What follows belongs to an exercise in optimizing a design on an open flow for small area; a production flow would make more cautious choices.
Function was checked by simulation only, so behaviour that the tests miss may differ from the original.
Power and IR drop assume default switching activity.

**flow/design.v**
```verilog
module spi_avalon_frame_bridge #(
    parameter int NUM_MOTORS     = 4,
    parameter int BYTES_PER_WORD = 4,
    parameter int MAX_WORDS      = 32,
    parameter int ADDR_W         = 16,
    parameter int TIMEOUT        = 255,
    parameter int SYNC_STAGES    = 2
) (
    input  logic              iCLK,
    input  logic              iRESET,
    input  logic              iFRAME_n,
    input  logic              iRX_VALID,
    input  logic [7:0]        iRX_DATA,
    output logic [7:0]        oTX_DATA,
    output logic              oTX_LOAD,
    output logic [ADDR_W-1:0] oAVM_ADDRESS,
    output logic              oAVM_WRITE,
    output logic [31:0]       oAVM_WRITEDATA,
    output logic              oAVM_READ,
    input  logic [31:0]       iAVM_READDATA,
    input  logic              iAVM_WAITREQUEST,
    output logic              oBUSY,
    output logic [3:0]        oSTATUS
);
    localparam logic [2:0] S_IDLE = 3'd0, S_RECEIVE = 3'd1, S_CHECK = 3'd2, S_WRITE = 3'd3,
                           S_WAIT_W = 3'd4, S_READ = 3'd5, S_WAIT_R = 3'd6, S_DONE = 3'd7;
    localparam logic [7:0] RX_LEN = 8'd131;    
    logic [2:0]  state_reg, state_next;
    logic [1:0]  frame_sync_reg;
    logic        frame_prev_reg;
    logic        rx_valid_reg;
    logic [7:0]  cnt_reg;
    logic [7:0]  tx_data_reg;
    logic        tx_load_reg;
    logic [7:0]  row_reg;         
    logic [1:0]  motor_reg;       
    logic [31:0] wdata_reg;
    logic [3:0]  status_reg;
    logic [3:0]  status_out_reg;  
    logic [4:0]  word_reg;
    logic [7:0]  to_cnt_reg;
    logic [1:0]  cmd_reg;
    logic [7:0]  base_reg;
    logic [5:0]  num_reg;
    logic [31:0] tx_word [32];
    logic frame_n_s, frame_start, frame_end, rx_edge;
    assign frame_n_s   = frame_sync_reg[1];
    assign frame_start = frame_prev_reg & ~frame_n_s;
    assign frame_end   = ~frame_prev_reg & frame_n_s;
    assign rx_edge     = iRX_VALID & ~rx_valid_reg;
    logic        len_err, last_word, wait_hi, timed_out, advance, restart, rx_full, busy;
    logic [7:0]  cnt_inc, tx_next;
    logic [5:0]  word_inc;
    logic [31:0] word_wdata;
    assign rx_full   = (cnt_reg == RX_LEN);
    assign cnt_inc   = rx_full ? cnt_reg : cnt_reg + 8'd1;
    assign len_err   = (cnt_reg < 8'd3) || (num_reg == 6'd0) ||
                       (cmd_reg[0] && (cnt_reg < {num_reg, 2'b11}));
    assign word_inc  = {1'b0, word_reg} + 6'd1;
    assign last_word = (word_inc == num_reg);
    assign wait_hi   = iAVM_WAITREQUEST;
    assign timed_out = wait_hi && (to_cnt_reg == 8'd254);
    assign advance   = ((state_reg == S_WAIT_W) || (state_reg == S_WAIT_R)) && !wait_hi;
    assign restart   = (state_reg == S_CHECK) || ((state_reg == S_WAIT_W) && !wait_hi && last_word);
    logic         rx_wr, tx_wr;
    logic [7:0]   rx_hi_n;
    logic [15:0]  rx_lo_n;
    logic [127:0] rx_en;
    logic [2:0]   rx_en_top;    
    logic [3:0]   tx_hi_n, rd_hi_n;
    logic [7:0]   tx_lo_n, rd_lo_n;
    logic [31:0]  tx_en, word_oh;
    assign rx_wr = (state_reg == S_RECEIVE) && rx_edge && !rx_full;
    assign tx_wr = (state_reg == S_WAIT_R) && !wait_hi;
    always_comb begin
        for (int j = 0; j < 8; j++)
            rx_hi_n[j] = ~(iRESET || (rx_wr && !cnt_reg[7] && (cnt_reg[6:4] == 3'(j))));
        for (int k = 0; k < 16; k++)
            rx_lo_n[k] = ~(iRESET || (cnt_reg[3:0] == 4'(k)));
        for (int m = 0; m < 3; m++)
            rx_en_top[m] = iRESET || (rx_wr && cnt_reg[7] && (cnt_reg[6:0] == 7'(m)));
        for (int j = 0; j < 4; j++) begin
            tx_hi_n[j] = ~(iRESET || (tx_wr && (word_reg[4:3] == 2'(j))));
            rd_hi_n[j] = ~(!iRESET && (state_reg == S_WRITE) && (word_reg[4:3] == 2'(j)));
        end
        for (int k = 0; k < 8; k++) begin
            tx_lo_n[k] = ~(iRESET || (word_reg[2:0] == 3'(k)));
            rd_lo_n[k] = ~(word_reg[2:0] == 3'(k));
        end
    end
    for (genvar i = 0; i < 128; i++) begin : g_rxen
        sel_nor2 u (.a(rx_hi_n[i/16]), .b(rx_lo_n[i%16]), .y(rx_en[i]));
    end
    for (genvar i = 0; i < 32; i++) begin : g_txen
        sel_nor2 u_w (.a(tx_hi_n[i/8]), .b(tx_lo_n[i%8]), .y(tx_en[i]));
        sel_nor2 u_r (.a(rd_hi_n[i/8]), .b(rd_lo_n[i%8]), .y(word_oh[i]));
    end
    logic [31:0] rx_slot [33];
    for (genvar b = 0; b < 32; b++) begin : g_wsel
        logic [31:0] col;
        for (genvar k = 0; k < 32; k++) begin : g_col
            if (b < 8) begin : g_l3
                assign col[k] = rx_slot[k][24 + b];
            end else begin : g_l02
                assign col[k] = rx_slot[k+1][b - 8];
            end
        end
        sel32 u_sel (.d(col), .s(word_oh), .y(word_wdata[b]));
    end
    for (genvar b = 0; b < 8; b++) begin : g_tsel
        logic [127:0] col;
        for (genvar i = 0; i < 128; i++) begin : g_col
            assign col[i] = tx_word[i/4][8*(i%4) + b];
        end
        sel128 u_sel (.d(col), .s(rx_en), .y(tx_next[b]));
    end
    always_comb begin
        state_next = state_reg;
        oAVM_WRITE = 1'b0;
        oAVM_READ  = 1'b0;
        busy       = 1'b1;
        case (state_reg)
            S_IDLE: begin
                busy = 1'b0;
                if (frame_start) state_next = S_RECEIVE;
            end
            S_RECEIVE: begin
                busy = 1'b0;
                if (frame_end) state_next = S_CHECK;
            end
            S_CHECK: begin
                if (len_err)         state_next = S_DONE;
                else if (cmd_reg[0]) state_next = S_WRITE;
                else if (cmd_reg[1]) state_next = S_READ;
                else                 state_next = S_DONE;
            end
            S_WRITE: state_next = S_WAIT_W;
            S_WAIT_W: begin
                oAVM_WRITE = 1'b1;
                if (wait_hi) begin
                    if (timed_out) state_next = S_DONE;
                end else if (last_word) begin
                    state_next = cmd_reg[1] ? S_READ : S_DONE;
                end else begin
                    state_next = S_WRITE;
                end
            end
            S_READ: state_next = S_WAIT_R;
            S_WAIT_R: begin
                oAVM_READ = 1'b1;
                if (wait_hi) begin
                    if (timed_out) state_next = S_DONE;
                end else begin
                    state_next = last_word ? S_DONE : S_READ;
                end
            end
            default: state_next = S_IDLE;    
        endcase
    end
    assign oBUSY = busy;
    always_ff @(posedge iCLK) begin
        if (iRESET) begin
            state_reg      <= S_IDLE;
            frame_sync_reg <= 2'b11;
            frame_prev_reg <= 1'b1;
            rx_valid_reg   <= 1'b0;
            cnt_reg        <= '0;
            tx_data_reg    <= '0;
            tx_load_reg    <= 1'b0;
            row_reg        <= '0;
            motor_reg      <= '0;
            status_reg     <= '0;
            status_out_reg <= '0;
            word_reg       <= '0;
            to_cnt_reg     <= '0;
        end else begin
            state_reg      <= state_next;
            frame_sync_reg <= {frame_sync_reg[0], iFRAME_n};
            frame_prev_reg <= frame_n_s;
            rx_valid_reg   <= iRX_VALID;
            tx_load_reg    <= 1'b0;
            if (frame_start && busy && (state_reg != S_DONE))
                status_reg[3] <= 1'b1;
            if (restart)
                word_reg <= '0;
            else if (advance)
                word_reg <= word_inc[4:0];
            case (state_reg)
                S_IDLE: if (frame_start) begin
                    cnt_reg     <= '0;
                    tx_data_reg <= {4'd0, status_out_reg};
                    tx_load_reg <= 1'b1;
                end
                S_RECEIVE: if (rx_edge) begin
                    if (rx_full) status_reg[1] <= 1'b1;
                    cnt_reg     <= cnt_inc;
                    tx_data_reg <= tx_next;
                    tx_load_reg <= 1'b1;
                end
                S_CHECK: if (len_err) status_reg[2] <= 1'b1;
                S_WRITE, S_READ: begin
                    row_reg    <= base_reg + {5'd0, word_reg[4:2]};
                    motor_reg  <= word_reg[1:0];
                    to_cnt_reg <= '0;
                end
                S_WAIT_W, S_WAIT_R: begin
                    if (wait_hi) begin
                        if (timed_out) status_reg[0] <= 1'b1;
                        else           to_cnt_reg <= to_cnt_reg + 8'd1;
                    end
                end
                default: begin   
                    status_out_reg <= status_reg;
                    status_reg     <= {frame_start, 3'b000};
                end
            endcase
        end
    end
    always_ff @(posedge iCLK) begin
        if (iRESET || (state_reg == S_WRITE) || (state_reg == S_READ))
            wdata_reg <= word_wdata;
    end
    always_ff @(posedge iCLK) begin
        if (rx_en[0]) cmd_reg  <= iRESET ? 2'd0 : iRX_DATA[1:0];
        if (rx_en[1]) base_reg <= iRESET ? 8'd0 : iRX_DATA;
        if (rx_en[2])
            num_reg <= (iRESET || (iRX_DATA == 8'd0) || (iRX_DATA > 8'd32)) ? 6'd0 : iRX_DATA[5:0];
    end
    for (genvar gi = 3; gi < 131; gi++) begin : g_rx
        logic we;
        if (gi < 128) begin : g_lo
            assign we = rx_en[gi];
        end else begin : g_hi
            assign we = rx_en_top[gi - 128];
        end
        always_ff @(posedge iCLK) begin
            if (we)
                rx_slot[gi/4][8*(gi%4) +: 8] <= iRESET ? 8'd0 : iRX_DATA;
        end
    end
    for (genvar gi = 0; gi < 32; gi++) begin : g_tx
        always_ff @(posedge iCLK) begin
            if (tx_en[gi])
                tx_word[gi] <= iRESET ? 32'd0 : iAVM_READDATA;
        end
    end
    assign oTX_DATA       = tx_data_reg;
    assign oTX_LOAD       = tx_load_reg;
    assign oAVM_ADDRESS   = {row_reg, 6'd0, motor_reg};
    assign oAVM_WRITEDATA = wdata_reg;
    assign oSTATUS        = status_out_reg;
endmodule
module sel_aoi222 (input logic a0, s0, a1, s1, a2, s2, output logic y);
    assign y = ~((a0 & s0) | (a1 & s1) | (a2 & s2));
endmodule
module sel_nor2 (input logic a, b, output logic y);
    assign y = ~(a | b);
endmodule
module sel_nand2 (input logic a, b, output logic y);
    assign y = ~(a & b);
endmodule
module sel_nand4 (input logic a, b, c, d, output logic y);
    assign y = ~(a & b & c & d);
endmodule
module sel_or4 (input logic a, b, c, d, output logic y);
    assign y = a | b | c | d;
endmodule
module sel_or3 (input logic a, b, c, output logic y);
    assign y = a | b | c;
endmodule
module sel32 (input logic [31:0] d, input logic [31:0] s, output logic y);
    logic [11:0] n;
    logic [2:0]  p;
    for (genvar g = 0; g < 10; g++) begin : g_a
        sel_aoi222 u (.a0(d[3*g]), .s0(s[3*g]), .a1(d[3*g+1]), .s1(s[3*g+1]),
                      .a2(d[3*g+2]), .s2(s[3*g+2]), .y(n[g]));
    end
    sel_nand2 u_a10 (.a(d[30]), .b(s[30]), .y(n[10]));
    sel_nand2 u_a11 (.a(d[31]), .b(s[31]), .y(n[11]));
    for (genvar g = 0; g < 3; g++) begin : g_p
        sel_nand4 u (.a(n[4*g]), .b(n[4*g+1]), .c(n[4*g+2]), .d(n[4*g+3]), .y(p[g]));
    end
    sel_or3 u_y (.a(p[0]), .b(p[1]), .c(p[2]), .y(y));
endmodule
module sel128 (input logic [127:0] d, input logic [127:0] s, output logic y);
    logic [43:0] n;
    logic [10:0] p;
    logic [2:0]  q;
    for (genvar g = 0; g < 42; g++) begin : g_a
        sel_aoi222 u (.a0(d[3*g]), .s0(s[3*g]), .a1(d[3*g+1]), .s1(s[3*g+1]),
                      .a2(d[3*g+2]), .s2(s[3*g+2]), .y(n[g]));
    end
    sel_nand2 u_a42 (.a(d[126]), .b(s[126]), .y(n[42]));
    sel_nand2 u_a43 (.a(d[127]), .b(s[127]), .y(n[43]));
    for (genvar g = 0; g < 11; g++) begin : g_p
        sel_nand4 u (.a(n[4*g]), .b(n[4*g+1]), .c(n[4*g+2]), .d(n[4*g+3]), .y(p[g]));
    end
    sel_or4 u_q0 (.a(p[0]), .b(p[1]), .c(p[2]), .d(p[3]), .y(q[0]));
    sel_or4 u_q1 (.a(p[4]), .b(p[5]), .c(p[6]), .d(p[7]), .y(q[1]));
    sel_or3 u_q2 (.a(p[8]), .b(p[9]), .c(p[10]), .y(q[2]));
    sel_or3 u_y  (.a(q[0]), .b(q[1]), .c(q[2]), .y(y));
endmodule
```
**flow/run.sh**
```bash
#!/bin/bash
# synth_recipe.tcl (not shown) runs the flow's synth.tcl, then flattens the netlist and writes it again
# the make line also repeats each setting of config.mk as NAME=value (left out here)
make -C /OpenROAD-flow-scripts/flow DESIGN_CONFIG=/design/flow/config.mk WORK_HOME=/design/flow/orfs CLKGATE_MAP_FILE= SYNTH_SCRIPT=/design/flow/synth_recipe.tcl finish
```
**flow/config.mk**
```make
export PLATFORM = sky130hd
export DESIGN_NAME = spi_avalon_frame_bridge
export DESIGN_NICKNAME = spi_avalon_frame_bridge
export VERILOG_FILES = /design/flow/design.v
export SDC_FILE = /design/flow/constraint.sdc
export NUM_CORES = 4
export LEC_CHECK = 0
export CAP_MARGIN = 10
export CELL_PAD_IN_SITES_DETAIL_PLACEMENT = 0
export CELL_PAD_IN_SITES_GLOBAL_PLACEMENT = 1
export CORE_MARGIN = 2
export CORE_UTILIZATION = 50
export CTS_CLUSTER_DIAMETER = 100
export CTS_CLUSTER_SIZE = 30
export PLACE_DENSITY = 0.6
export SLEW_MARGIN = 10
export SYNTH_HIERARCHICAL = 1
export SYNTH_MINIMUM_KEEP_SIZE = 0
```
**flow/constraint.sdc**
```tcl
create_clock -name core_clock -period 10.0 [get_ports {iCLK}]
set_input_delay 2.0000 -clock core_clock [delete_from_list [all_inputs] [get_ports {iCLK}]]
set_output_delay 2.0000 -clock core_clock [all_outputs]
set_load 0.01 [all_outputs]
```
==> impl_metrics.ini, run 1 <==
[outcome]
status = timing/DRC/antenna clean

[setup_path]
r2r_end = tx_data_reg[1]
cp-end-kind = register
crit_arrival_ns = 6.42
path_class = primary input to register
cp_max_fo = 16
reg2regPathDepth = 13
r2r_slack_ns = 4.75
r2r_start = state_reg[1]
worstSetupStartpointType = primary input
cp.required_ns = 10.60

[timing]
report.final.slew_viol_count = 0
max_freq_mhz = 171.8
clock_skew_ns = 0.02873
finalHoldViolCount = 0
period_needed_ns = 5.821
setup_viol = 0
worst_slew_pin_slew_ns = 1.312
period_share_pct = 58.21
rsz0062_at_grt = false
setup_tns_ns = 0
worst_hold_slack_ns = 0.4193
relSlewSlack_pct = 12.19
fin_ws_ns = 4.179

[hold_path]
hp-start = frame_sync_reg[0]
min_to = frame_sync_reg[1]
hp-class = register to register
hold_path_depth = 1

[routing]
viasPerCell = 6.988
firstDrtPassIters = 13
finalWirelength_um = 243600
wl_per_cell_um = 39.22
drc = 0
drtAntennaViolNets = 0
drt-initial-drc-count = 8760
vias = 43400

[cts]
post_cts_buffers = 0
cts.sinks = 2151
cts_buffers = 82
cts_hold_buf = 0
cts_tree = yes
cts_resized = 0
cts.reportedPaths.clkPinSlew_ns = 0.12
root_buffer = clkbuf_16
htreeDepth = 3
clockBufferDepth = 3
clk_latency_ns = 0.74

[placed_design]
hpwlAfterDp_um = 153000
routabilityCongestion = 0.8718
pre_cts_ws_ns = 3.562
port_buffers = 102

[floorplan]
die_height_um = 393.4
top_level_ports = 109
start_util_pct = 50.49
die_area_sq_mm = 0.1547
core_sq_mm = 0.1501
die_w_um = 393.4
rows = 142

[cells_and_area]
most-common-layout-cells = 2096 x edfxtp_1, 656 x a222oi_1, 245 x buf_4, 193 x nand4_1, 170 x nor2_1
syn_to_final_growth_pct = 10.70
num-nets-final = 4221
multi_input_area_sq_mm = 0.01215
seq_area_sq_mm = 0.06404
fill_cells = 11300
utilization_pct = 55.90
largest_register_ffs = 1024
final_common_cell = edfxtp_1
drive_gt1_share_pct = 11.53

[synthesis]
synth_compound_area_share_pct = 9.550
synth_edf_count = 2096
synth_warnings = 9
avgSynthCellArea_sq_um = 20.18
synth_top_cell_area_share_pct = 83.03
synth_flop_cell = edfxtp_1
muxShareOfSynthArea_pct = 0.1188
ys_seq_elements = 2151
ys_types = 55
synth_adder_area_share_pct = 0.3730
netlist_top_cells_area = edfxtp_1 83%, a222oi_1 8.7%, nand4_1 1.6%
synth_xor_area_share_pct = 0.3004
synth_cells = 3756
synthArstFlopShare_pct = 0
netlist_area_sq_mm = 0.07581
synth-simple-area-share_pct = 4.826
ys_seq_area_share_pct = 84.48
yosysTopAreaCell = edfxtp_1
synth_top_family_by_area = compound AO/OA/AOI/OAI gates

[grt]
grt_pass1_vias = 41960
grt_max_degree = 87
antenna_found_initial = 29
grt_pass1_wl_um = 334700
track_usage_pct = 30.95
grt_overflow_total = 0

[power_and_ir_drop]
p_leak_nw = 26.43
powerDensity_mw_per_mm2 = 186.6
ir_drop_mv = 0.1730

[flow_run]
maxCapViolations = 0
[cells by family after synthesis]
| group | after synthesis |
|---|---|
| xor gates and xnor gates | 26 |
| other | 1 |
| buffers and inverters | 61 |
| adders and majority gates | 22 |
| muxes | 9 |
| and+or+nand+nor | 728 |
| DFF | 2151 |
| AOI/OAI and AO/OA | 758 |
[cell type report]
| type | count | share of cell area (%) |
|---|---|---|
| diodes | 16 | 0.04771 |
| repair buffers | 347 | 3.410 |
| clock buffers | 103 | 2.565 |
| inverters | 23 | 0.1029 |
| well taps | 2016 | 3.006 |
| multi-input cells | 1549 | 14.47 |
| flip-flops and latches | 2151 | 76.32 |
| clock inverters | 6 | 0.07902 |
[modules after synthesis (local to each module, per instance), excerpt]
| module | times used | cells | flops+latches | area [sq um] |
|---|---|---|---|---|
| spi_avalon_frame_bridge | 1 | 2580 | 2151 | 66650 |
| sel_aoi222 | 656 | 1 | 0 | 10.01 |
| sel_or4 | 16 | 1 | 0 | 7.507 |
| sel_nand4 | 184 | 1 | 0 | 6.256 |
| sel_or3 | 48 | 1 | 0 | 6.256 |
| sel_nand2 | 80 | 1 | 0 | 3.754 |
| sel_nor2 | 192 | 1 | 0 | 3.754 |
[worst max path at each step]
stage / startpoint / to / slack [ns] / cells past startpoint
finish: iRX_VALID / tx_data_reg[1] / 4.18 / 12
global route: iRX_VALID / tx_data_reg[4] / 4.08 / 12
CTS: iRX_VALID / tx_data_reg[1] / 4.32 / 12
detailed placement: iRX_VALID / tx_data_reg[1] / 3.56 / 12
global placement: iRESET / tx_data_reg[1] / 3.46 / 11
floorplan: iRESET / base_reg[4] / 3.62 / 3
[Yosys cell counts, types with 11 or more instances]
cell / count
a21oi_1: 50
or4_1: 17
dfxtp_1: 55
nor2b_1: 51
nand2_1: 118
xor2_1: 17
a211oi_1: 11
edfxtp_1: 2096
inv_1: 23
nand3_1: 18
ha_1: 21
a222oi_1: 656
nor2_1: 246
clkbuf_1: 24
nand4_1: 193
or3_1: 49
[power by group]
part | internal (mW) | leakage (nW) | switching [mW]
sequential | 10.4 | 20.0 | 0.141
clock | 1.55 | 1.08 | 2.58
combinational | 0.203 | 5.31 | 0.738
total | 12.2 | 26.4 | 3.46
[critical path, cell delays in order]
cell and delay, ns:
clkdlybuf4s50_1 0.48, nand3_1 0.30, nor2_1 0.17, a41oi_2 0.83
nor2_1 0.07, buf_4 0.26, a222oi_1 0.46, nand4_1 0.30
or4_1 0.82, or3_1 0.46, mux2i_1 0.15, a211oi_1 0.09
[per-layer routing]
layer	vias to the layer above	share of wire (%)	GRT usage, %
li1	17500	-	-
met1	22760	38	41.92
met2	2761	48	50.55
met3	369	9.8	4.639
met4	8	4.3	12.79
met5	-	0.022	0
[metrics by stage]
step	area, sq um	instances	power [mW]
after detailed placement	81650	6086	11.73
final	83920	6211	15.66
after floorplan	75820	3761	11.15
after global routing	83900	6204	16.07
after global placement	81650	6086	11.68
after CTS	83870	6195	15.70
==> run 2, diff against run 1 <==
--- a/flow/config.mk
+++ b/flow/config.mk
@@ -6,13 +6,13 @@
 export NUM_CORES = 4
 export LEC_CHECK = 0
-export CAP_MARGIN = 10
+export CAP_MARGIN = 20
 export CELL_PAD_IN_SITES_DETAIL_PLACEMENT = 0
 export CELL_PAD_IN_SITES_GLOBAL_PLACEMENT = 1
 export CORE_MARGIN = 2
-export CORE_UTILIZATION = 50
+export CORE_UTILIZATION = 45
 export CTS_CLUSTER_DIAMETER = 100
-export CTS_CLUSTER_SIZE = 30
-export PLACE_DENSITY = 0.6
-export SLEW_MARGIN = 10
+export CTS_CLUSTER_SIZE = 24
+export PLACE_DENSITY = 0.55
+export SLEW_MARGIN = 20
 export SYNTH_HIERARCHICAL = 1
 export SYNTH_MINIMUM_KEEP_SIZE = 0
==> run 2 against run 1 <==
Net effect: synthesized cell count is the same; worst hold slack gained 0.029 ns; flip-flop and latch count is the same; still clean.
==> impl_metrics.ini, run 2 <==
[timing]
worst_slew_pin_slew_ns = 1.176
max_freq_mhz = 181.2
rsz0062_at_grt = false
fin_ws_ns = 4.482
report.final.slew_viol_count = 0
period_share_pct = 55.18
clock_skew_ns = 0.02655
worst_hold_slack_ns = 0.4486
setup_viol = 0
setup_tns_ns = 0
period_needed_ns = 5.518
finalHoldViolCount = 0
relSlewSlack_pct = 21.62

[hold_path]
min_to = frame_sync_reg[1]
hp-start = frame_sync_reg[0]
hp-class = register to register
hold_path_depth = 1

[placed_design]
pre_cts_ws_ns = 3.531
hpwlAfterDp_um = 152900
placed_area_sq_mm = 0.08193
place_inst = 6270
port_buffers = 102
routabilityCongestion = 0.9018

[setup_path]
cp_max_fo = 16
crit_family = simple AND/OR/NAND/NOR gates
reg2regPathDepth = 11
cp_slowest_cell = a31oi_2
cp.required_ns = 10.61
worst-path-buf-inv = 2
r2r_slack_ns = 4.82
crit_top_cell = or3_1
max_stage_delay_ns = 0.88
r2r_start = state_reg[1]
cp_cell_sequence = clkdlybuf4s50_1 -> nand3_1 -> nor3_1 -> a31oi_2 -> nor2_1 -> buf_4 -> a222oi_1 -> nand4_1 -> or3_1 -> or3_1 -> mux2i_1 -> a211oi_1
path_class = primary input to register
cp-end-kind = register
crit_arrival_ns = 6.13
worstSetupStartpointType = primary input
r2r_end = tx_data_reg[3]

[cells_and_area]
num-nets-final = 4234
final_area_sq_mm = 0.08474
largest_register_ffs = 1024
most-common-layout-cells = 2096 x edfxtp_1, 656 x a222oi_1, 238 x buf_4, 193 x nand4_1, 153 x nor2_1
fill_cells = 13370
seq_area_sq_mm = 0.06404
multi_input_area_sq_mm = 0.01224
drive_gt1_share_pct = 12.07
final_common_cell = edfxtp_1
instances_no_fill = 6425
utilization_pct = 50.68
syn_to_final_growth_pct = 11.79

[grt]
grt_pass1_wl_um = 336100
antenna_found_initial = 23
grt_max_degree = 88
grt_pass1_vias = 42050
grt_overflow_total = 0
track_usage_pct = 28.20

[power_and_ir_drop]
p_total_mw = 16.08
ir_drop_mv = 0.1350
p_leak_nw = 26.66
powerDensity_mw_per_mm2 = 189.7

[synthesis]
synth_cells = 3756
synth_common_cells = 2096 x edfxtp_1, 656 x a222oi_1, 246 x nor2_1
synth_edf_count = 2096
synth_warnings = 9
yosysMostFrequentCell = edfxtp_1
ys_seq_area_share_pct = 84.48
netlist_top_cells_area = edfxtp_1 83%, a222oi_1 8.7%, nand4_1 1.6%
synthArstFlopShare_pct = 0
ys_seq_elements = 2151
yosysTopAreaCell = edfxtp_1
ys_types = 55
netlist_area_sq_mm = 0.07581
avgSynthCellArea_sq_um = 20.18
synth_flop_cell = edfxtp_1
synth_top_cell_area_share_pct = 83.03

[routing]
drt-initial-drc-count = 8487
wl_per_cell_um = 38.47
drtAntennaViolNets = 0
vias = 43030
viasPerCell = 6.698
drc = 0
firstDrtPassIters = 13
finalWirelength_um = 247200

[cts]
clk_latency_ns = 0.76
cts_tree = yes
cts_resized = 0
cts.reportedPaths.clkPinSlew_ns = 0.10
post_cts_buffers = 0
htreeDepth = 3
cts.sinks = 2151
clockBufferDepth = 3
cts_buffers = 99
root_buffer = clkbuf_16
cts_hold_buf = 0

[outcome]
status = timing/DRC/antenna clean

[floorplan]
die_w_um = 414.4
core_sq_mm = 0.1672
top_level_ports = 109
die_area_sq_mm = 0.1718
start_util_pct = 45.33
die_height_um = 414.4
rows = 150

[flow_run]
maxCapViolations = 0
==> run 2: cell types whose count changed in the layout (fill, tap and decap cells not counted), moves of 6 or more <==
cell and change:
nor2_1 -17, nor2_2 +8, a21oi_1 +9, clkbuf_16 +19
a21oi_2 -9, buf_4 -7, diode_2 +6, nor2_4 +9
==> run 2: how the worst max path moves through the flow <==
stage                    from              to  slack, ns  cells past startpoint
floorplan              iRESET     base_reg[4]       3.62                      3
global placement    iRX_VALID  tx_data_reg[7]       3.50                     11
detailed placement  iRX_VALID  tx_data_reg[4]       3.53                     12
CTS                 iRX_VALID  tx_data_reg[4]       4.36                     12
global route        iRX_VALID  tx_data_reg[4]       4.32                     12
finish              iRX_VALID  tx_data_reg[3]       4.48                     12
==> run 2: where the power goes <==
part,switching [mW],leakage [nW],internal [mW]
Combinational,0.766,5.30,0.205
Sequential,0.136,20.0,10.4
Clock,2.66,1.32,1.87
==> run 2: area by class of cell <==
cell class,count,share of cell area [%]
clock inverters,6,0.08268
flip-flops and latches,2151,75.57
well taps,2204,3.254
repair buffers,343,3.359
clock buffers,127,3.123
diodes,22,0.06496
multi-input cells,1549,14.44
inverters,23,0.1019
==> run 2: per-module statistics from Yosys (local to each module, per instance), a selection <==
module                   flops+latches  times used  cells  area [sq um]
sel_or3                              0          48      1         6.256
sel_nor2                             0         192      1         3.754
sel_or4                              0          16      1         7.507
sel_aoi222                           0         656      1         10.01
sel_nand4                            0         184      1         6.256
spi_avalon_frame_bridge           2151           1   2580         66650
sel_nand2                            0          80      1         3.754
==> run 2: cell families (layout without fill, tap and decap cells) <==
group | Yosys count | after routing | share of synthesized area, %
flip-flops | 2151 | 2151 | 84.48
AO/OA/AOI/OAI | 758 | 758 | 9.550
AND/OR/NAND/NOR | 728 | 728 | 4.826
buffers and inverters | 61 | 499 | 0.3450
XOR/XNOR | 26 | 26 | 0.3004
adder cells (fa/ha/maj) | 22 | 22 | 0.3730
multiplexers | 9 | 9 | 0.1188
other | 1 | 28 | 0.004947
==> run 2: per-layer routing <==
metal | GRT usage (%) | vias to the layer above | routed length [um]
met1 | 39.37 | 22630 | 97600
met5 | 0.7224 | - | 172
met4 | 10.95 | 2 | 10330
li1 | - | 17580 | -
met2 | 44.98 | 2485 | 115800
met3 | 4.117 | 337 | 23260
==> run 3, diff against run 2 <==
==> flow/flow/run.sh (new file) <==
#!/bin/bash
set -e
export BUFFER_PORTS_ARGS="-buffer_cell sky130_fd_sc_hd__buf_1"
export CTS_ARGS="-sink_clustering_enable -repair_clock_nets -dont_use_dummy_load -sink_clustering_size 24 -sink_clustering_max_diameter 100"
bash standard.sh > standard.log 2>&1
==> flow/standard.sh (new file) <==
#!/bin/bash
# synth_recipe.tcl (not shown) runs the flow's synth.tcl, then flattens the netlist and writes it again
# the make line also repeats each setting of config.mk as NAME=value (left out here)
make -C /OpenROAD-flow-scripts/flow DESIGN_CONFIG=/design/flow/config.mk WORK_HOME=/design/flow/orfs CLKGATE_MAP_FILE= SYNTH_SCRIPT=/design/flow/synth_recipe.tcl "${@:-finish}"
--- a/flow/config.mk
+++ b/flow/config.mk
@@ -7,5 +7,5 @@
 export LEC_CHECK = 0
 export CAP_MARGIN = 20
-export CELL_PAD_IN_SITES_DETAIL_PLACEMENT = 0
+export CELL_PAD_IN_SITES_DETAIL_PLACEMENT = 1
 export CELL_PAD_IN_SITES_GLOBAL_PLACEMENT = 1
 export CORE_MARGIN = 2
removed: flow/run.sh
==> run 3 against run 2 <==
Net effect: setup slack worse by 0.34 ns; largest power group unchanged; fmax down 5.8%; count of clock-buffer cells in the layout shrank 28; sequential power about the same; sequential share of layout area grew 0.61 points; clock power is 2% lower; non-clock buffer count fell by 2; still clean on timing, DRC and antenna; flip-flop and latch count is the same.
==> impl_metrics.ini, run 3 <==
[routing]
drtAntennaViolNets = 0
firstDrtPassIters = 13
drc = 0
finalWirelength_um = 254600
wl_per_cell_um = 39.91
drt-initial-drc-count = 8271
viasPerCell = 6.750
vias = 43050

[cts]
cts.reportedPaths.clkPinSlew_ns = 0.10
cts_buffers = 99
clockBufferDepth = 3
cts_resized = 0
cts_hold_buf = 0
cts_tree = yes
htreeDepth = 3
root_buffer = clkbuf_16
clk_latency_ns = 0.76
cts.sinks = 2151
post_cts_buffers = 0

[setup_path]
crit_arrival_ns = 6.51
worstSetupStartpointType = register
cp-end-kind = register
cp_max_fo = 17
path_class = register to register
cp.required_ns = 10.65
reg2regPathDepth = 13

[placed_design]
port_buffers = 102
place_inst = 6261
routabilityCongestion = 0.8864
hpwlAfterDp_um = 157300

[timing]
setup_tns_ns = 0
period_share_pct = 58.57
clock_skew_ns = 0.05807
finalHoldViolCount = 0
period_needed_ns = 5.857
relSlewSlack_pct = 20.59
setup_viol = 0
worst_slew_pin_slew_ns = 1.187
report.final.slew_viol_count = 0
rsz0062_at_grt = false
max_freq_mhz = 170.7

[floorplan]
core_sq_mm = 0.1672
die_w_um = 414.4
start_util_pct = 45.33
top_level_ports = 109
rows = 150
die_area_sq_mm = 0.1718
die_height_um = 414.4

[cells_and_area]
drive_gt1_share_pct = 12.73
num-nets-final = 4232
multi_input_area_sq_mm = 0.01238
fill_cells = 14950
seq_area_sq_mm = 0.06404
most-common-layout-cells = 2096 x edfxtp_1, 656 x a222oi_1, 230 x buf_4, 193 x nand4_1
largest_register_ffs = 1024
syn_to_final_growth_pct = 10.89
instances_no_fill = 6378
final_common_cell = edfxtp_1

[flow_run]
maxCapViolations = 0

[power_and_ir_drop]
p_seq_share_pct = 66.2
p_leak_nw = 26.34
p_comb_share_pct = 6.1
ir_drop_mv = 0.1325
p_clk_share_pct = 27.7
switching_share_pct = 22.47
p_switching_mw = 3.596
p_int_mw = 12.40
powerDensity_mw_per_mm2 = 190.3

[synthesis]
synth_flop_cell = edfxtp_1
netlist_top_cells_area = edfxtp_1 83%, a222oi_1 8.7%, nand4_1 1.6%
yosysTopAreaCell = edfxtp_1
ys_seq_area_share_pct = 84.48
synth_edf_count = 2096
avgSynthCellArea_sq_um = 20.18
synth_top_cell_area_share_pct = 83.03
synth_warnings = 9
synthArstFlopShare_pct = 0
yosysMostFrequentCell = edfxtp_1
ys_seq_elements = 2151
synth_common_cells = 2096 x edfxtp_1, 656 x a222oi_1, 246 x nor2_1
synth_cells = 3756
ys_types = 55
netlist_area_sq_mm = 0.07581

[grt]
track_usage_pct = 29.16
grt_pass1_wl_um = 348800
grt_overflow_total = 0
grt_pass1_vias = 42670
grt_max_degree = 97
antenna_found_initial = 27

[hold_path]
hp-class = register to register
hold_path_depth = 1

[outcome]
status = timing/DRC/antenna clean
[run 3: modules after synthesis, one instance, submodules excluded, excerpt]
module	area (sq um)	cells inside	flip-flops and latches
sel_aoi222	10.01	1	0
sel_or4	7.507	1	0
sel_or3	6.256	1	0
sel_nor2	3.754	1	0
sel_nand2	3.754	1	0
sel_nand4	6.256	1	0
[run 3: metrics by stage]
stage	setup slack (ns)	total power, mW	hold slack [ns]	instance area (sq um)	util [%]
after CTS	4.290	16.06	0.4260	83850	50.14
after global routing	3.996	16.41	0.4297	84050	50.26
final	4.143	16.00	0.4247	84060	50.27
after detailed placement	3.848	11.76	0.3992	81380	48.66
after floorplan	3.617	11.15	0.3895	75820	-
after global placement	3.909	11.72	0.4048	81330	48.63
[run 3: metal layers]
| layer | share of wire, % | GRT usage [%] | vias up |
|---|---|---|---|
| met5 | 0 | 0 | - |
| met4 | 3.4 | 10.28 | 0 |
| met3 | 8.8 | 4.486 | 282 |
| met2 | 47 | 46.14 | 2212 |
| met1 | 41 | 41.35 | 23040 |
| li1 | - | - | 17520 |
[run 3: path summary, 6_finish.rpt]
| check | startpoint | endpoint | slack [ns] |
|---|---|---|---|
| hold reg to reg | frame_sync_reg[0] | frame_sync_reg[1] | 0.42 |
| setup / recovery | state_reg[0] | tx_data_reg[0] | 4.14 |
| hold / removal | frame_sync_reg[0] | frame_sync_reg[1] | 0.42 |
| setup reg to reg | state_reg[0] | tx_data_reg[0] | 4.14 |
[run 3: area by class of cell]
type,instances,share of cell area (%)
well taps,2204,3.280
multi-input cells,1549,14.73
repair buffers,341,2.725
clock buffers,99,2.947
flip-flops and latches,2151,76.18
inverters,23,0.1027
diodes,11,0.03275
[run 3: kinds of logic after synthesis]
family	after synthesis	share of synthesized area, %
buffers and inverters	61	0.3450
adders and majority gates	22	0.3730
muxes	9	0.1188
other	1	0.004947
xor gates and xnor gates	26	0.3004
and+or+nand+nor	728	4.826
DFF	2151	84.48
AOI/OAI and AO/OA	758	9.550
[run 3: power by group through the flow]
stage | combinational (mW) | sequential, mW | clock (mW)
final | 0.973 | 10.6 | 4.44
after global routing | 1.01 | 10.6 | 4.77
after CTS | 0.960 | 10.6 | 4.51
after detailed placement | 0.959 | 10.8 | 0
after global placement | 0.945 | 10.8 | 0
after floorplan | 0.393 | 10.8 | 0
[run 3: worst max-delay path: stages, from the launching register on]
cell	delay, ns
dfxtp_1	0.78
nor3b_4	0.85
nand3_1	0.32
nor3_1	0.91
a31oi_2	0.18
buf_4	0.28
nor2_1	0.92
buf_4	0.38
a222oi_1	0.13
nand4_1	0.15
or3_1	0.39
or3_1	0.17
mux2i_1	0.06
a211oi_1	0.25
==> run 4, diff against run 3 <==
--- a/flow/design.v
+++ b/flow/design.v
@@ -64,10 +64,10 @@
     assign restart   = (state_reg == S_CHECK) || ((state_reg == S_WAIT_W) && !wait_hi && last_word);
     logic         rx_wr, tx_wr;
-    logic [7:0]   rx_hi_n;
-    logic [15:0]  rx_lo_n;
+    logic [7:0]   rx_hi;
+    logic [15:0]  rx_lo;
     logic [127:0] rx_en;
     logic [2:0]   rx_en_top;    
-    logic [3:0]   tx_hi_n, rd_hi_n;
-    logic [7:0]   tx_lo_n, rd_lo_n;
+    logic [3:0]   tx_hi, rd_hi;
+    logic [7:0]   tx_lo, rd_lo;
     logic [31:0]  tx_en, word_oh;
     assign rx_wr = (state_reg == S_RECEIVE) && rx_edge && !rx_full;
@@ -75,24 +75,24 @@
     always_comb begin
         for (int j = 0; j < 8; j++)
-            rx_hi_n[j] = ~(iRESET || (rx_wr && !cnt_reg[7] && (cnt_reg[6:4] == 3'(j))));
+            rx_hi[j] = iRESET || (rx_wr && !cnt_reg[7] && (cnt_reg[6:4] == 3'(j)));
         for (int k = 0; k < 16; k++)
-            rx_lo_n[k] = ~(iRESET || (cnt_reg[3:0] == 4'(k)));
+            rx_lo[k] = iRESET || (cnt_reg[3:0] == 4'(k));
         for (int m = 0; m < 3; m++)
             rx_en_top[m] = iRESET || (rx_wr && cnt_reg[7] && (cnt_reg[6:0] == 7'(m)));
         for (int j = 0; j < 4; j++) begin
-            tx_hi_n[j] = ~(iRESET || (tx_wr && (word_reg[4:3] == 2'(j))));
-            rd_hi_n[j] = ~(!iRESET && (state_reg == S_WRITE) && (word_reg[4:3] == 2'(j)));
+            tx_hi[j] = iRESET || (tx_wr && (word_reg[4:3] == 2'(j)));
+            rd_hi[j] = !iRESET && (state_reg == S_WRITE) && (word_reg[4:3] == 2'(j));
         end
         for (int k = 0; k < 8; k++) begin
-            tx_lo_n[k] = ~(iRESET || (word_reg[2:0] == 3'(k)));
-            rd_lo_n[k] = ~(word_reg[2:0] == 3'(k));
+            tx_lo[k] = iRESET || (word_reg[2:0] == 3'(k));
+            rd_lo[k] = (word_reg[2:0] == 3'(k));
         end
     end
     for (genvar i = 0; i < 128; i++) begin : g_rxen
-        sel_nor2 u (.a(rx_hi_n[i/16]), .b(rx_lo_n[i%16]), .y(rx_en[i]));
+        sel_and2 u (.a(rx_hi[i/16]), .b(rx_lo[i%16]), .y(rx_en[i]));
     end
     for (genvar i = 0; i < 32; i++) begin : g_txen
-        sel_nor2 u_w (.a(tx_hi_n[i/8]), .b(tx_lo_n[i%8]), .y(tx_en[i]));
-        sel_nor2 u_r (.a(rd_hi_n[i/8]), .b(rd_lo_n[i%8]), .y(word_oh[i]));
+        sel_and2 u_w (.a(tx_hi[i/8]), .b(tx_lo[i%8]), .y(tx_en[i]));
+        sel_and2 u_r (.a(rd_hi[i/8]), .b(rd_lo[i%8]), .y(word_oh[i]));
     end
     logic [31:0] rx_slot [33];
@@ -254,6 +254,6 @@
     assign y = ~((a0 & s0) | (a1 & s1) | (a2 & s2));
 endmodule
-module sel_nor2 (input logic a, b, output logic y);
-    assign y = ~(a | b);
+module sel_and2 (input logic a, b, output logic y);
+    assign y = a & b;
 endmodule
 module sel_nand2 (input logic a, b, output logic y);
==> flow/run.sh (new file) <==
#!/bin/bash
# synth_recipe.tcl (not shown) runs the flow's synth.tcl, then flattens the netlist and writes it again
# the make line also repeats each setting of config.mk as NAME=value (left out here)
make -C /OpenROAD-flow-scripts/flow DESIGN_CONFIG=/design/flow/config.mk WORK_HOME=/design/flow/orfs CLKGATE_MAP_FILE= SYNTH_SCRIPT=/design/flow/synth_recipe.tcl finish
removed: flow/flow/run.sh
removed: flow/standard.sh
==> run 4 against run 3 <==
Net effect: still clean on timing, DRC and antenna; global-route usage shrank 0.15 points; die area grew 0.78%; worst hold slack gained 0.0065 ns; critical path depth shrank 1; final cell count increased by 0.47%; clock skew down 0.034 ns; sequential share of layout area is 0.28 points lower.
==> impl_metrics.ini, run 4 <==
[synthesis]
avgSynthCellArea_sq_um = 20.22
ys_types = 57
ys_seq_area_share_pct = 83.82
synthArstFlopShare_pct = 0
synth_common_cells = 2096 x edfxtp_1, 656 x a222oi_1, 204 x and2_1
synth_edf_count = 2096
synth_cells = 3779
netlist_top_cells_area = edfxtp_1 82%, a222oi_1 8.6%, and2_1 1.7%
synth_top_cell_area_share_pct = 82.38
netlist_area_sq_mm = 0.07641
yosysMostFrequentCell = edfxtp_1
yosysTopAreaCell = edfxtp_1
ys_seq_elements = 2151
synth_flop_cell = edfxtp_1
synth_warnings = 9

[cts]
clockBufferDepth = 3
cts.reportedPaths.clkPinSlew_ns = 0.11
cts_buffers = 99
root_buffer = clkbuf_16
cts_tree = yes
cts_resized = 0
clk_latency_ns = 0.75
htreeDepth = 3
cts_hold_buf = 0
post_cts_buffers = 0
cts.sinks = 2151

[routing]
viasPerCell = 6.697
firstDrtPassIters = 13
finalWirelength_um = 254100
wl_per_cell_um = 39.65
drt-initial-drc-count = 8444
drc = 0
drtAntennaViolNets = 0
vias = 42920

[placed_design]
port_buffers = 102
place_inst = 6222
routabilityCongestion = 0.8722
hpwlAfterDp_um = 155200
placed_area_sq_mm = 0.08155
pre_cts_ws_ns = 3.235

[setup_path]
cp.required_ns = 10.64
path_class = primary input to register
cp_slowest_cell = and2_1
cp_max_fo = 16
cp-end-kind = register
worstSetupStartpointType = primary input
max_stage_delay_ns = 0.95
crit_arrival_ns = 6.84
worst-path-buf-inv = 1
crit_family = simple AND/OR/NAND/NOR gates
cp_cell_sequence = clkdlybuf4s50_1 -> nand3_1 -> nor3_1 -> nand2_1 -> o21ai_1 -> and2_1 -> a222oi_1 -> nand4_1 -> or4_1 -> or3_1 -> mux2i_1 -> a211oi_1

[flow_run]
maxCapViolations = 0

[cells_and_area]
seq_area_sq_mm = 0.06404
fill_cells = 15140
drive_gt1_share_pct = 8.225
multi_input_area_sq_mm = 0.01246
most-common-layout-cells = 2096 x edfxtp_1, 656 x a222oi_1, 191 x nand4_1, 187 x and2_1, 153 x buf_4
syn_to_final_growth_pct = 10.42
num-nets-final = 4175
utilization_pct = 49.90
largest_register_ffs = 1024
final_area_sq_mm = 0.08437
final_common_cell = edfxtp_1
instances_no_fill = 6408

[floorplan]
die_height_um = 416.1
die_area_sq_mm = 0.1731
start_util_pct = 45.19
die_w_um = 416.1
core_sq_mm = 0.1691
top_level_ports = 109
rows = 151

[timing]
rsz0062_at_grt = false
period_needed_ns = 6.199
worst_hold_slack_ns = 0.4312
setup_tns_ns = 0
relSlewSlack_pct = 20.08
finalHoldViolCount = 0
fin_ws_ns = 3.801
setup_viol = 0
period_share_pct = 61.99
report.final.slew_viol_count = 0
worst_slew_pin_slew_ns = 1.199
max_freq_mhz = 161.3
clock_skew_ns = 0.02389

[power_and_ir_drop]
p_total_mw = 15.98
ir_drop_mv = 0.1316
powerDensity_mw_per_mm2 = 189.4
p_leak_nw = 26.99

[grt]
grt_pass1_vias = 42480
grt_pass1_wl_um = 349100
antenna_found_initial = 37
grt_max_degree = 86
grt_overflow_total = 0
track_usage_pct = 29.01

[outcome]
status = timing/DRC/antenna clean

[hold_path]
hp-class = register to register
[run 4: cell types whose count changed in the layout (fill, tap and decap cells not counted), sizes merged, moves of 4 or more]
cell,change
nand2,+31
nor2,-191
diode,+33
or2,+8
buf,-182
clkbuf,+36
nand2b,-4
nor3,+4
a31oi,-5
a21oi,-29
and2,+196
clkdlybuf4s50,+101
[run 4: cell families after synthesis]
family | after synthesis | share of synthesized area [%]
flops | 2151 | 83.82
compound gates | 726 | 9.262
buf+inv | 59 | 0.3422
mux | 10 | 0.1310
simple gates | 784 | 5.774
other cells | 1 | 0.004908
xor+xnor | 26 | 0.2980
fa+ha+maj | 22 | 0.3701
[run 4: cell type report]
cell class                 count  area share, %
multi-input combinational   1574          14.77
sequential                  2151          75.90
clock inverter                 3        0.04746
inverter                      23         0.1023
tap                         2218          3.289
timing repair buffer         259          2.659
clock buffer                 136          3.101
antenna                       44         0.1305
[run 4: per-layer routing]
metal  GRT usage (%)  vias up  share of wire [%]
met5               0        -             0.0094
met4           10.45        4                3.5
met3           3.605      280                8.2
met2           46.29     2241                 48
met1           41.31    22920                 40
li1                -    17470                  -
[run 4: Yosys stat by module, one instance, submodules excluded, excerpt]
module | area [sq um] | flip-flops and latches
sel_aoi222 | 10.01 | 0
sel_nand4 | 6.256 | 0
spi_avalon_frame_bridge | 66770 | 2151
sel_or4 | 7.507 | 0
sel_and2 | 6.256 | 0
sel_or3 | 6.256 | 0
sel_nand2 | 3.754 | 0
[run 4: power breakdown]
| group | total (mW) | leakage (nW) | internal [mW] | switching (mW) |
|---|---|---|---|---|
| clock network | 4.55 | 1.28 | 1.84 | 2.71 |
| registers | 10.5 | 20.6 | 10.4 | 0.122 |
| logic | 0.926 | 5.12 | 0.185 | 0.741 |
[run 4: worst paths after layout]
kind	from	depth (start not counted)	slack (ns)	end
setup / recovery	iRX_VALID	12	3.80	tx_data_reg[2]
hold / removal	frame_sync_reg[0]	1	0.43	frame_sync_reg[1]
setup reg to reg	state_reg[0]	12	3.87	tx_data_reg[2]
hold reg to reg	frame_sync_reg[0]	1	0.43	frame_sync_reg[1]
==> run 5, diff against run 4 <==
==> flow/flow/run.sh (new file) <==
#!/bin/bash
set -e
export BUFFER_PORTS_ARGS="-buffer_cell sky130_fd_sc_hd__buf_1"
export CTS_ARGS="-sink_clustering_enable -repair_clock_nets -dont_use_dummy_load -sink_clustering_size 27 -sink_clustering_max_diameter 100"
bash standard.sh > standard.log 2>&1
==> flow/standard.sh (new file) <==
#!/bin/bash
# synth_recipe.tcl (not shown) runs the flow's synth.tcl, then flattens the netlist and writes it again
# the make line also repeats each setting of config.mk as NAME=value (left out here)
make -C /OpenROAD-flow-scripts/flow DESIGN_CONFIG=/design/flow/config.mk WORK_HOME=/design/flow/orfs CLKGATE_MAP_FILE= SYNTH_SCRIPT=/design/flow/synth_recipe.tcl "${@:-finish}"
--- a/flow/config.mk
+++ b/flow/config.mk
@@ -12,5 +12,5 @@
 export CORE_UTILIZATION = 45
 export CTS_CLUSTER_DIAMETER = 100
-export CTS_CLUSTER_SIZE = 24
+export CTS_CLUSTER_SIZE = 27
 export PLACE_DENSITY = 0.55
 export SLEW_MARGIN = 20
removed: flow/run.sh
==> run 5 against run 4 <==
Net effect: core utilization decreased by 0.58 points; combinational power decreased by 2%; final cell count decreased by 0.86%; setup slack improved by 0.31 ns; cell area decreased by 1.2%; clock power decreased by 7.0%; worst hold slack improved by 0.00091 ns; critical path type is now register to register; largest power group unchanged.
==> impl_metrics.ini, run 5 <==
[placed_design]
port_buffers = 102
routabilityCongestion = 0.8287
hpwlAfterDp_um = 154900

[synthesis]
synth_flop_cell = edfxtp_1
synth_top_cell_area_share_pct = 82.38
yosysTopAreaCell = edfxtp_1
ys_types = 57
netlist_area_sq_mm = 0.07641
avgSynthCellArea_sq_um = 20.22
synth_cells = 3779
netlist_top_cells_area = edfxtp_1 82%, a222oi_1 8.6%, and2_1 1.7%
synth_warnings = 9
synth_edf_count = 2096
ys_seq_elements = 2151
ys_seq_area_share_pct = 83.82
synthArstFlopShare_pct = 0
synth_common_cells = 2096 x edfxtp_1, 656 x a222oi_1, 204 x and2_1
yosysMostFrequentCell = edfxtp_1

[routing]
finalWirelength_um = 253500
drtAntennaViolNets = 0
firstDrtPassIters = 11
wl_per_cell_um = 39.90
drt-initial-drc-count = 7972
viasPerCell = 6.747
vias = 42870
drc = 0

[hold_path]
min_to = frame_sync_reg[1]
hp-start = frame_sync_reg[0]
hold_path_depth = 1
hp-class = register to register

[floorplan]
top_level_ports = 109
start_util_pct = 45.19
die_area_sq_mm = 0.1731
rows = 151
core_sq_mm = 0.1691
die_w_um = 416.1
die_height_um = 416.1

[setup_path]
max_stage_delay_ns = 0.98
cp_max_fo = 16
path_class = register to register
r2r_start = state_reg[0]
crit_arrival_ns = 6.57
r2r_slack_ns = 4.11
cp.required_ns = 10.68
cp_cell_sequence = nor3b_4 -> nand3_1 -> nor3_1 -> nand2_1 -> o21ai_1 -> and2_1 -> a222oi_1 -> nand4_1 -> or4_1 -> or3_1 -> nand3_1 -> a21oi_1
worstSetupStartpointType = register
r2r_end = tx_data_reg[5]
cp-end-kind = register
reg2regPathDepth = 12
crit_top_cell = nand3_1
cp_slowest_cell = and2_1

[power_and_ir_drop]
p_int_mw = 12.17
switching_share_pct = 22.21
p_leak_nw = 26.60
p_switching_mw = 3.474
p_seq_share_pct = 67.1
ir_drop_mv = 0.1334
powerDensity_mw_per_mm2 = 187.6
p_clk_share_pct = 27.1
p_comb_share_pct = 5.8

[cts]
htreeDepth = 3
cts.reportedPaths.clkPinSlew_ns = 0.10
root_buffer = clkbuf_16
post_cts_buffers = 0
cts.sinks = 2151
cts_hold_buf = 0
clockBufferDepth = 3
cts_buffers = 90
cts_tree = yes
cts_resized = 0
clk_latency_ns = 0.75

[timing]
setup_viol = 0
clock_skew_ns = 0.06877
max_freq_mhz = 169.7
rsz0062_at_grt = false
report.final.slew_viol_count = 0
period_share_pct = 58.92
setup_tns_ns = 0
worst_hold_slack_ns = 0.4321
finalHoldViolCount = 0
period_needed_ns = 5.892
worst_slew_pin_slew_ns = 1.201
relSlewSlack_pct = 19.97

[cells_and_area]
most-common-layout-cells = 2096 x edfxtp_1, 656 x a222oi_1, 191 x nand4_1, 176 x and2_1, 159 x buf_4
syn_to_final_growth_pct = 9.139
final_common_cell = edfxtp_1
drive_gt1_share_pct = 8.480
num-nets-final = 4173
largest_register_ffs = 1024

[flow_run]
maxCapViolations = 0

[outcome]
status = timing/DRC/antenna clean

[grt]
track_usage_pct = 28.83
grt_max_degree = 102
grt_pass1_wl_um = 345800
grt_pass1_vias = 42380
grt_overflow_total = 0
antenna_found_initial = 28
## run 5: cell counts after synthesis
No cell type changed its count.
## run 5: per-stage QoR
step / util, % / instances / setup WS [ns] / cell area [sq um] / power, mW
2_1_floorplan: - / 3784 / 3.595 / 76420 / 11.06
3_3_place_gp: 47.87 / 6227 / 3.619 / 80940 / 11.58
3_5_place_dp: 47.88 / 6228 / 3.610 / 80960 / 11.61
4_1_cts: 49.21 / 6318 / 4.268 / 83210 / 15.72
5_1_grt: 49.30 / 6340 / 3.892 / 83360 / 16.05
6_report: 49.32 / 6353 / 4.108 / 83390 / 15.64
## run 5: per-layer routing
metal  up-vias  track usage [%]  routed length (um)
met3       277            3.138               20110
met4         2            9.658                8438
met1     23040            40.78              102900
met2      2132            46.99              122100
li1      17420                -                   -
met5         -                0                  15
## run 5: cell families (layout without fill, tap and decap cells)
group	Yosys count	count (layout)	synth area share (%)
xor gates and xnor gates	26	26	0.2980
DFF	2151	2151	83.82
and+or+nand+nor	784	784	5.774
adders and majority gates	22	22	0.3701
buffers and inverters	59	379	0.3422
other	1	37	0.004908
muxes	10	10	0.1310
AOI/OAI and AO/OA	726	726	9.262
## run 5: critical path: cells and delay by family (launching register included)
kind               cells  cell delay [ns]
and+or+nand+nor        9             4.03
AOI/OAI and AO/OA      3             1.14
DFF                    1             0.67
## run 5: cell type report
type | instances | area, sq um
Tap cell | 2218 | 2775
Multi-Input combinational cell | 1574 | 12490
Antenna cell | 31 | 77.57
Inverter | 23 | 86.33
Fill cell | 15120 | 85700
Clock buffer | 90 | 2252
Timing Repair Buffer | 266 | 1668
Sequential cell | 2151 | 64040
## run 5: power by group through the flow
stage / combinational (mW) / sequential [mW] / clock (mW)
floorplan: 0.390 / 10.7 / 0
global placement: 0.892 / 10.7 / 0
detailed placement: 0.901 / 10.7 / 0
CTS: 0.902 / 10.5 / 4.31
global route: 0.946 / 10.5 / 4.56
finish: 0.909 / 10.5 / 4.23
## run 5: how the worst max path moves through the flow
stage,slack [ns],end,from
CTS,4.27,tx_data_reg[4],state_reg[0]
finish,4.11,tx_data_reg[5],state_reg[0]
detailed placement,3.61,tx_data_reg[4],iRX_VALID
floorplan,3.59,base_reg[3],iRESET
global placement,3.62,tx_data_reg[5],iRX_VALID
global route,3.89,tx_data_reg[4],state_reg[0]
## run 5: Yosys stat by module, one instance, submodules excluded, a selection
module,cells,flip-flops and latches,cell area (sq um),copies in the design
spi_avalon_frame_bridge,2603,2151,66770,1
sel_or3,1,0,6.256,48
sel_and2,1,0,6.256,192
sel_nand2,1,0,3.754,80
sel_aoi222,1,0,10.01,656
sel_or4,1,0,7.507,16
sel_nand4,1,0,6.256,184
==> run 6, diff against run 5 <==
==> flow/flow/run.sh (replaced) <==
#!/bin/bash
set -e
export BUFFER_PORTS_ARGS="-buffer_cell sky130_fd_sc_hd__buf_1"
export CTS_ARGS="-sink_clustering_enable -repair_clock_nets -dont_use_dummy_load -sink_clustering_size 30 -sink_clustering_max_diameter 80"
bash standard.sh > standard.log 2>&1
--- a/flow/config.mk
+++ b/flow/config.mk
@@ -10,8 +10,8 @@
 export CELL_PAD_IN_SITES_GLOBAL_PLACEMENT = 1
 export CORE_MARGIN = 2
-export CORE_UTILIZATION = 45
-export CTS_CLUSTER_DIAMETER = 100
-export CTS_CLUSTER_SIZE = 27
-export PLACE_DENSITY = 0.55
+export CORE_UTILIZATION = 48
+export CTS_CLUSTER_DIAMETER = 80
+export CTS_CLUSTER_SIZE = 30
+export PLACE_DENSITY = 0.58
 export SLEW_MARGIN = 20
 export SYNTH_HIERARCHICAL = 1
==> run 6 against run 5 <==
Net effect: non-clock buffer count shrank 15; via count grew 1.7%; largest power group unchanged; sequential share of layout area shrank 0.075 points; critical path depth is the same; die area shrank 6.2%; clock skew grew 0.018 ns; register-to-register slack lost 0.04 ns; cell area is essentially flat; worst hold slack gained 0.038 ns; area after synthesis is the same; count of clock-buffer cells in the layout grew 16; power grew 2.0%.
==> impl_metrics.ini, run 6 <==
[synthesis]
synth_cells = 3779
ys_seq_area_share_pct = 83.82
yosysTopAreaCell = edfxtp_1
ys_seq_elements = 2151
yosysMostFrequentCell = edfxtp_1
synth_common_cells = 2096 x edfxtp_1, 656 x a222oi_1, 204 x and2_1
ys_types = 57
netlist_top_cells_area = edfxtp_1 82%, a222oi_1 8.6%, and2_1 1.7%
synth_warnings = 9
netlist_area_sq_mm = 0.07641
synth_edf_count = 2096
avgSynthCellArea_sq_um = 20.22
synth_top_cell_area_share_pct = 82.38
synth_flop_cell = edfxtp_1
synthArstFlopShare_pct = 0

[cts]
cts.reportedPaths.clkPinSlew_ns = 0.08
clk_latency_ns = 0.77
cts.sinks = 2151
cts_buffers = 106
post_cts_buffers = 0
clockBufferDepth = 3
htreeDepth = 3
cts_tree = yes
root_buffer = clkbuf_16
cts_resized = 0
cts_hold_buf = 0

[power_and_ir_drop]
p_clk_share_pct = 28.4
powerDensity_mw_per_mm2 = 191.1
p_leak_nw = 26.73
switching_share_pct = 22.05
p_comb_share_pct = 5.7
p_switching_mw = 3.518
p_int_mw = 12.43
p_seq_share_pct = 65.9
ir_drop_mv = 0.1784
p_total_mw = 15.95

[floorplan]
rows = 146
die_area_sq_mm = 0.1624
die_height_um = 403.0
core_sq_mm = 0.1582
die_w_um = 403.0
top_level_ports = 109
start_util_pct = 48.30

[timing]
worst_hold_slack_ns = 0.4703
clock_skew_ns = 0.08630
setup_viol = 0
report.final.slew_viol_count = 0
worst_slew_pin_slew_ns = 1.198
max_freq_mhz = 168.5
period_needed_ns = 5.935
setup_tns_ns = 0
fin_ws_ns = 4.065
finalHoldViolCount = 0
rsz0062_at_grt = false
relSlewSlack_pct = 20.13
period_share_pct = 59.35

[cells_and_area]
most-common-layout-cells = 2096 x edfxtp_1, 656 x a222oi_1, 191 x nand4_1, 168 x and2_1, 148 x nand2_1
final_common_cell = edfxtp_1
largest_register_ffs = 1024
utilization_pct = 52.76
instances_no_fill = 6191
num-nets-final = 4174
syn_to_final_growth_pct = 9.246
final_area_sq_mm = 0.08347
drive_gt1_share_pct = 8.697

[setup_path]
cp-end-kind = register
crit_arrival_ns = 6.60
crit_top_cell = nand3_1
worstSetupStartpointType = register
cp_slowest_cell = and2_1
cp.required_ns = 10.66
cp_cell_sequence = nor3b_4 -> nand3_1 -> nor3_1 -> nand2_1 -> o21ai_1 -> and2_1 -> a222oi_1 -> nand4_1 -> or4_1 -> or3_1 -> nand3_1 -> a21oi_1
worst-path-buf-inv = 0
path_class = register to register
cp_max_fo = 16
max_stage_delay_ns = 0.95
crit_family = simple AND/OR/NAND/NOR gates

[grt]
grt_pass1_vias = 43450
grt_max_degree = 95
grt_overflow_total = 0
antenna_found_initial = 31
track_usage_pct = 31.17
grt_pass1_wl_um = 352100

[placed_design]
hpwlAfterDp_um = 159900
port_buffers = 102
place_inst = 6067
routabilityCongestion = 0.9507
placed_area_sq_mm = 0.08069
pre_cts_ws_ns = 3.492

[routing]
vias = 43590
finalWirelength_um = 255700
wl_per_cell_um = 41.30
firstDrtPassIters = 15
viasPerCell = 7.041
drt-initial-drc-count = 9118
drtAntennaViolNets = 0
drc = 0

[outcome]
status = timing/DRC/antenna clean

[flow_run]
maxCapViolations = 0

[hold_path]
hp-class = register to register
==> run 6: changes by cell type in the layout (fill, tap and decap cells not counted), moves of 8 or more <==
| cell | before | now |
|---|---|---|
| diode_2 | 31 | 14 |
| buf_4 | 159 | 143 |
| clkbuf_16 | 90 | 106 |
| and2_1 | 176 | 168 |
| and2_2 | 28 | 36 |
==> run 6: metal layers <==
metal	GRT usage, %	share of wire (%)	vias to the layer above
li1	-	-	17410
met1	44.59	40	23200
met2	48.24	46	2564
met3	4.754	9.6	405
met4	12.84	4.5	10
met5	0	0.027	-
==> run 6: modules after synthesis (local to each module, per instance), a selection <==
module / area, sq um / flops+latches / copies in the design
sel_nand4: 6.256 / 0 / 184
sel_aoi222: 10.01 / 0 / 656
sel_or3: 6.256 / 0 / 48
spi_avalon_frame_bridge: 66770 / 2151 / 1
sel_or4: 7.507 / 0 / 16
sel_nand2: 3.754 / 0 / 80
sel_and2: 6.256 / 0 / 192
==> run 6: kinds of logic after synthesis <==
group	synth area share, %
other cells	0.004908
simple gates	5.774
xor+xnor	0.2980
flops	83.82
mux	0.1310
buf+inv	0.3422
fa+ha+maj	0.3701
compound gates	9.262
==> run 6: final timing paths <==
path                                  endpoint  slack (ns)  cells past startpoint          from
worst min register to register    motor_reg[0]        0.47                      2  motor_reg[0]
worst max-delay path            tx_data_reg[7]        4.06                     12  state_reg[0]
worst min-delay path              motor_reg[0]        0.47                      2  motor_reg[0]
worst max register to register  tx_data_reg[7]        4.06                     12  state_reg[0]
==> run 6: worst register-to-register path, delay by kind of cell (launching register included) <==
| family | cells | cell delay, ns |
|---|---|---|
| and+or+nand+nor | 9 | 3.83 |
| AOI/OAI and AO/OA | 3 | 1.37 |
| DFF | 1 | 0.68 |
==> run 6: layout make-up <==
class	count	area (sq um)
repair buffers	251	1575
well taps	2072	2592
fillers	13970	74730
multi-input cells	1574	12490
flip-flops and latches	2151	64040
diodes	14	35.03
clock buffers	106	2653
inverters	23	86.33
==> run 6: power by group through the flow <==
stage	registers, mW	clock network (mW)	logic, mW
after floorplan	10.7	0	0.390
after detailed placement	10.7	0	0.898
after global placement	10.7	0	0.870
after global routing	10.6	4.83	0.941
final	10.5	4.53	0.908
after CTS	10.5	4.58	0.899

## port drivers added, routing unchanged
The flow's constraints put no driver on any port. The routed layouts listed below were extracted and timed again, unchanged, in two steps.
Step 1 sets driving cells, clkbuf_16 on the clock port and buf_2 on the other inputs (assumed; they add their load-dependent delay and slew).
Step 2, shift: input delay + t, output delay - t, t = (earliest + latest rising clock arrival at the registers) / 2. This alone moves slack from input paths to output paths.
a / b / c = ideal / step 1 / step 2; a / b = the first two.
| run | t, ns | setup slack, ns | worst setup path at the end |
|---|---|---|---|
| run 1 | 0.812 | 4.179 / 4.235 / 3.423 | input to register |
| run 2 | 0.835 | 4.482 / 4.503 / 3.668 | input to register |
| run 3 | 0.820 | 4.143 / 4.143 / 3.592 | input to register |
| run 4 | 0.829 | 3.801 / 3.796 / 2.968 | input to register |
| run 5 | 0.804 | 4.108 / 4.108 / 3.447 | input to register |
| run 6 | 0.819 | 4.065 / 4.065 / 3.367 | input to register |
After both steps every run listed still meets setup and hold. The setup slack of run 4, which loses most, moves by -0.005 ns with the drivers and by -0.833 ns with both steps.
